Background: an optimization exercise with open tools, aiming at small area. Do not read the settings as production practice. Function was checked by simulation only, so behaviour that the tests miss may differ from the original. Power and IR drop assume default switching activity.

==> module fft_scheduler, before the edit <==
module fft_scheduler #(
   parameter int TIMEOUT = 255
) (
   input  logic          i_clk,
   input  logic          i_rst_n,
   input  logic          i_trigger,
   input  logic [1023:0] i_frame,
   output logic          o_fft_start,
   output logic [255:0]  o_fft_in,
   input  logic [255:0]  i_fft_out,
   input  logic          i_fft_valid,
   output logic [255:0]  o_freqs,
   output logic          o_done,
   output logic          o_busy,
   output logic [3:0]    o_timeout,
   output logic          o_overrun
);
   localparam int W  = 16;
   localparam int FW = 256;
   localparam int HW = 128;
   localparam int CW = 8;   
   logic            st_idle, st_start, st_wait, st_store, st_avg, st_done;
   logic            busy;       
   logic            keep_f;     
   logic            shift;      
   logic            hold;       
   logic            hold3;      
   logic            put_res;    
   logic            put_avg;    
   logic            put_half;   
   logic [3:0]      slot;       
   logic            trig_prev;
   logic            trig_edge;
   logic [CW-1:0]   wait_cnt;
   logic            timeout_hit;
   logic            fin;
   logic [FW-1:0]   fr [4];
   logic [HW-1:0]   res_q;
   logic [HW-1:0]   avg;
   logic [HW-1:0]   half;
   logic [2*HW-1:0] freqs;
   logic [3:0]      timeout_flags;
   logic            overrun;
   logic            n_idle, n_avg, n_shift;
   assign trig_edge = i_trigger & ~trig_prev;
   assign timeout_hit = (wait_cnt == 8'h80);
   assign fin         = st_wait & (i_fft_valid | timeout_hit);
   assign n_idle  = st_done | (st_idle & ~trig_edge);
   assign n_avg   = st_store & slot[3];
   assign n_shift = fin & ~slot[3];
   always_ff @(posedge i_clk or negedge i_rst_n) begin
      if (!i_rst_n) begin
         st_idle  <= 1'b1;
         busy     <= 1'b0;
         st_start <= 1'b0;
         st_wait  <= 1'b0;
         st_store <= 1'b0;
         st_avg   <= 1'b0;
         keep_f   <= 1'b1;
         st_done  <= 1'b0;
         shift    <= 1'b0;
         hold     <= 1'b0;
         hold3    <= 1'b0;
         put_res  <= 1'b0;
         put_avg  <= 1'b0;
         put_half <= 1'b0;
      end else begin
         st_idle  <= n_idle;
         busy     <= ~n_idle;
         st_start <= (st_idle & trig_edge) | (st_store & ~slot[3]);
         st_wait  <= st_start | (st_wait & ~i_fft_valid & ~timeout_hit);
         st_store <= fin;
         st_avg   <= n_avg;
         keep_f   <= ~n_avg;
         st_done  <= st_avg;
         shift    <= n_shift;
         hold     <= ~n_idle & ~n_shift;
         hold3    <= ~n_idle & ~fin;
         put_res  <= fin & (slot[0] | slot[2]) & i_fft_valid;
         put_avg  <= fin & (slot[1] | slot[3]) & i_fft_valid;
         put_half <= fin & (slot[1] | slot[3]) & ~i_fft_valid;
      end
   end
   assign o_fft_start = st_start;
   assign o_done      = st_done;
   assign o_busy      = busy;
   always_ff @(posedge i_clk or negedge i_rst_n) begin
      if (!i_rst_n) begin
         trig_prev     <= 1'b0;
         overrun       <= 1'b0;
         timeout_flags <= '0;
         freqs         <= '0;
      end else begin
         trig_prev <= i_trigger;
         overrun   <= trig_edge & busy;
         if (st_idle) begin
            if (trig_edge) timeout_flags <= '0;
         end else if (st_wait && !i_fft_valid && timeout_hit) begin
            timeout_flags <= timeout_flags | slot;
         end
         freqs <= ({2*HW{st_avg}} & {fr[3][0 +: HW], fr[2][0 +: HW]}) |
                  ({2*HW{keep_f}} & freqs);
      end
   end
   always_ff @(posedge i_clk) begin
      wait_cnt <= st_wait ? {wait_cnt[6:0], ~(wait_cnt[7] ^ wait_cnt[5] ^ wait_cnt[4] ^ wait_cnt[3])}
                          : '0;
      if (st_idle) slot <= 4'b0001;
      else if (st_store) slot <= {slot[3] | slot[2], slot[1:0], 1'b0};
      res_q <= i_fft_out[HW-1:0];
      for (int r = 0; r < 3; r++)
         fr[r] <= ({FW{st_idle}} & i_frame[r*FW +: FW]) | ({FW{shift}} & fr[r+1]) |
                  ({FW{hold}} & fr[r]);
      fr[3][0 +: HW]  <= ({HW{st_idle}} & i_frame[3*FW +: HW]) | ({HW{put_res}} & res_q) |
                         ({HW{put_avg}} & avg) | ({HW{put_half}} & half) |
                         ({HW{hold3}} & fr[3][0 +: HW]);
      fr[3][HW +: HW] <= ({HW{st_idle}} & i_frame[3*FW+HW +: HW]) | ({HW{busy}} & fr[3][HW +: HW]);
   end
   for (genvar k = 0; k < 8; k++) begin : g_bin
      fft_byte_avg #(.W(W)) u_avg (
         .a (fr[3][k*W +: W]),
         .b (res_q[k*W +: W]),
         .y (avg[k*W +: W])
      );
   end
   for (genvar l = 0; l < 16; l++) begin : g_half
      assign half[l*8 +: 8] = {1'b0, fr[3][l*8+1 +: 7]};
   end
   assign o_fft_in  = fr[0];
   assign o_freqs   = freqs;
   assign o_timeout = timeout_flags;
   assign o_overrun = overrun;
endmodule
==> flow/config.mk <==
export PLATFORM = sky130hd
export DESIGN_NAME = fft_scheduler
export DESIGN_NICKNAME = fft_scheduler
export VERILOG_FILES = /design/flow/design.v
export SDC_FILE = /design/flow/constraint.sdc
export NUM_CORES = 4
export LEC_CHECK = 0
export CAP_MARGIN = 20
export CORE_AREA = 10 10 670 670
export DIE_AREA = 0 0 680 680
export SLEW_MARGIN = 20
==> flow/constraint.sdc <==
create_clock -name core_clock -period 7.0 [get_ports {i_clk}]
set_input_delay 1.4000 -clock core_clock [delete_from_list [all_inputs] [get_ports {i_clk}]]
set_output_delay 1.4000 -clock core_clock [all_outputs]
set_load 0.01 [all_outputs]
standard.sh (not shown) runs the stock make flow with config.mk's settings and CLKGATE_MAP_FILE= SYNTH_SCRIPT=/design/flow/synth_recipe.tcl, a recipe that flattens the netlist after the stock synthesis.
==> flow/flow/run.sh <==
#!/bin/bash
# The standard layout (the standard.sh), with two changes:
#  - the port buffers are plain buf_1 cells;
#  - CTS builds larger leaf clusters of clkbuf_8 cells and adds no dummy loads.
set -euo pipefail
export BUFFER_PORTS_ARGS="-buffer_cell sky130_fd_sc_hd__buf_1"
export CTS_ARGS="-sink_clustering_enable -repair_clock_nets -dont_use_dummy_load -sink_clustering_size 12 -sink_clustering_max_diameter 100 -buf_list sky130_fd_sc_hd__clkbuf_8"
bash standard.sh > standard_flow.log 2>&1
Next try:
--- a/flow/design.v
+++ b/flow/design.v
@@ -55,5 +55,9 @@
    logic            timeout_hit;
    logic            fin;
-   logic [FW-1:0]   fr [4];
+   logic [FW-1:0]   fr [3];
+   logic [FW-1:0]   fr3;
+   logic [HW-1:0]   fr3_hi;
+   logic [HW-1:0]   fr3_lo_n;   
+   logic [HW-1:0]   fr3_lo_nxt;
    logic [HW-1:0]   res_q;
    logic [HW-1:0]   avg;
@@ -119,5 +123,5 @@
             timeout_flags <= timeout_flags | slot;
          end
-         freqs <= ({2*HW{st_avg}} & {fr[3][0 +: HW], fr[2][0 +: HW]}) |
+         freqs <= ({2*HW{st_avg}} & {fr3[0 +: HW], fr[2][0 +: HW]}) |
                   ({2*HW{keep_f}} & freqs);
       end
@@ -129,15 +133,19 @@
       else if (st_store) slot <= {slot[3] | slot[2], slot[1:0], 1'b0};
       res_q <= i_fft_out[HW-1:0];
-      for (int r = 0; r < 3; r++)
+      for (int r = 0; r < 2; r++)
          fr[r] <= ({FW{st_idle}} & i_frame[r*FW +: FW]) | ({FW{shift}} & fr[r+1]) |
                   ({FW{hold}} & fr[r]);
-      fr[3][0 +: HW]  <= ({HW{st_idle}} & i_frame[3*FW +: HW]) | ({HW{put_res}} & res_q) |
-                         ({HW{put_avg}} & avg) | ({HW{put_half}} & half) |
-                         ({HW{hold3}} & fr[3][0 +: HW]);
-      fr[3][HW +: HW] <= ({HW{st_idle}} & i_frame[3*FW+HW +: HW]) | ({HW{busy}} & fr[3][HW +: HW]);
+      fr[2] <= ({FW{st_idle}} & i_frame[2*FW +: FW]) | ({FW{shift}} & fr3) |
+               ({FW{hold}} & fr[2]);
+      fr3_lo_n <= ~fr3_lo_nxt;
+      fr3_hi   <= ({HW{st_idle}} & i_frame[3*FW+HW +: HW]) | ({HW{busy}} & fr3_hi);
    end
+   assign fr3 = {fr3_hi, ~fr3_lo_n};
+   assign fr3_lo_nxt = ({HW{st_idle}} & i_frame[3*FW +: HW]) | ({HW{put_res}} & res_q) |
+                       ({HW{put_avg}} & avg) | ({HW{put_half}} & half) |
+                       ({HW{hold3}} & fr3[0 +: HW]);
    for (genvar k = 0; k < 8; k++) begin : g_bin
       fft_byte_avg #(.W(W)) u_avg (
-         .a (fr[3][k*W +: W]),
+         .a (fr3[k*W +: W]),
          .b (res_q[k*W +: W]),
          .y (avg[k*W +: W])
@@ -145,5 +153,5 @@
    end
    for (genvar l = 0; l < 16; l++) begin : g_half
-      assign half[l*8 +: 8] = {1'b0, fr[3][l*8+1 +: 7]};
+      assign half[l*8 +: 8] = {1'b0, fr3[l*8+1 +: 7]};
    end
    assign o_fft_in  = fr[0];
Worst hold slack loses 0.0032 ns.
Maximum frequency grows by a few percent.
Routed wire length went up by a few percent.
Global-route usage goes up by 0.43 points.
Setup slack gets better by 0.12 ns.
Combinational power is lower by a quarter to a third.
Total power decreases by a few percent.
Flip-flop and latch count is unchanged.
First-iteration DRC count goes up by a few percent.
Clock skew went up by 0.041 ns.
Clock power rose slightly.
Synthesized cell count is higher slightly.

afterwards: timing with drivers on the ports:
No port has a modelled driver above. Below, the same layouts with a new extraction and two added sets of constraints.
Step 1 sets driving cells, clkbuf_16 on the clock port and buf_2 on the other inputs (assumed; they add their load-dependent delay and slew).
Step 2 times the ports against the registers' clock, not the clock port: input delays grow and output delays shrink by t, the midpoint of the rising clock arrivals with the driver on.
Slacks: no drivers / after step 1 / after step 2; pairs: no drivers / after step 1.
run | t, ns | setup slack, ns | worst slew at a driven data input, ns | pins driven straight from the clock port
the first run | 1.024 | 2.948 / 2.948 / 2.948 | 0.49 | 1
the second run | 1.026 | 3.066 / 3.066 / 3.066 | 0.53 | 1
After both steps every run listed still meets setup and hold.
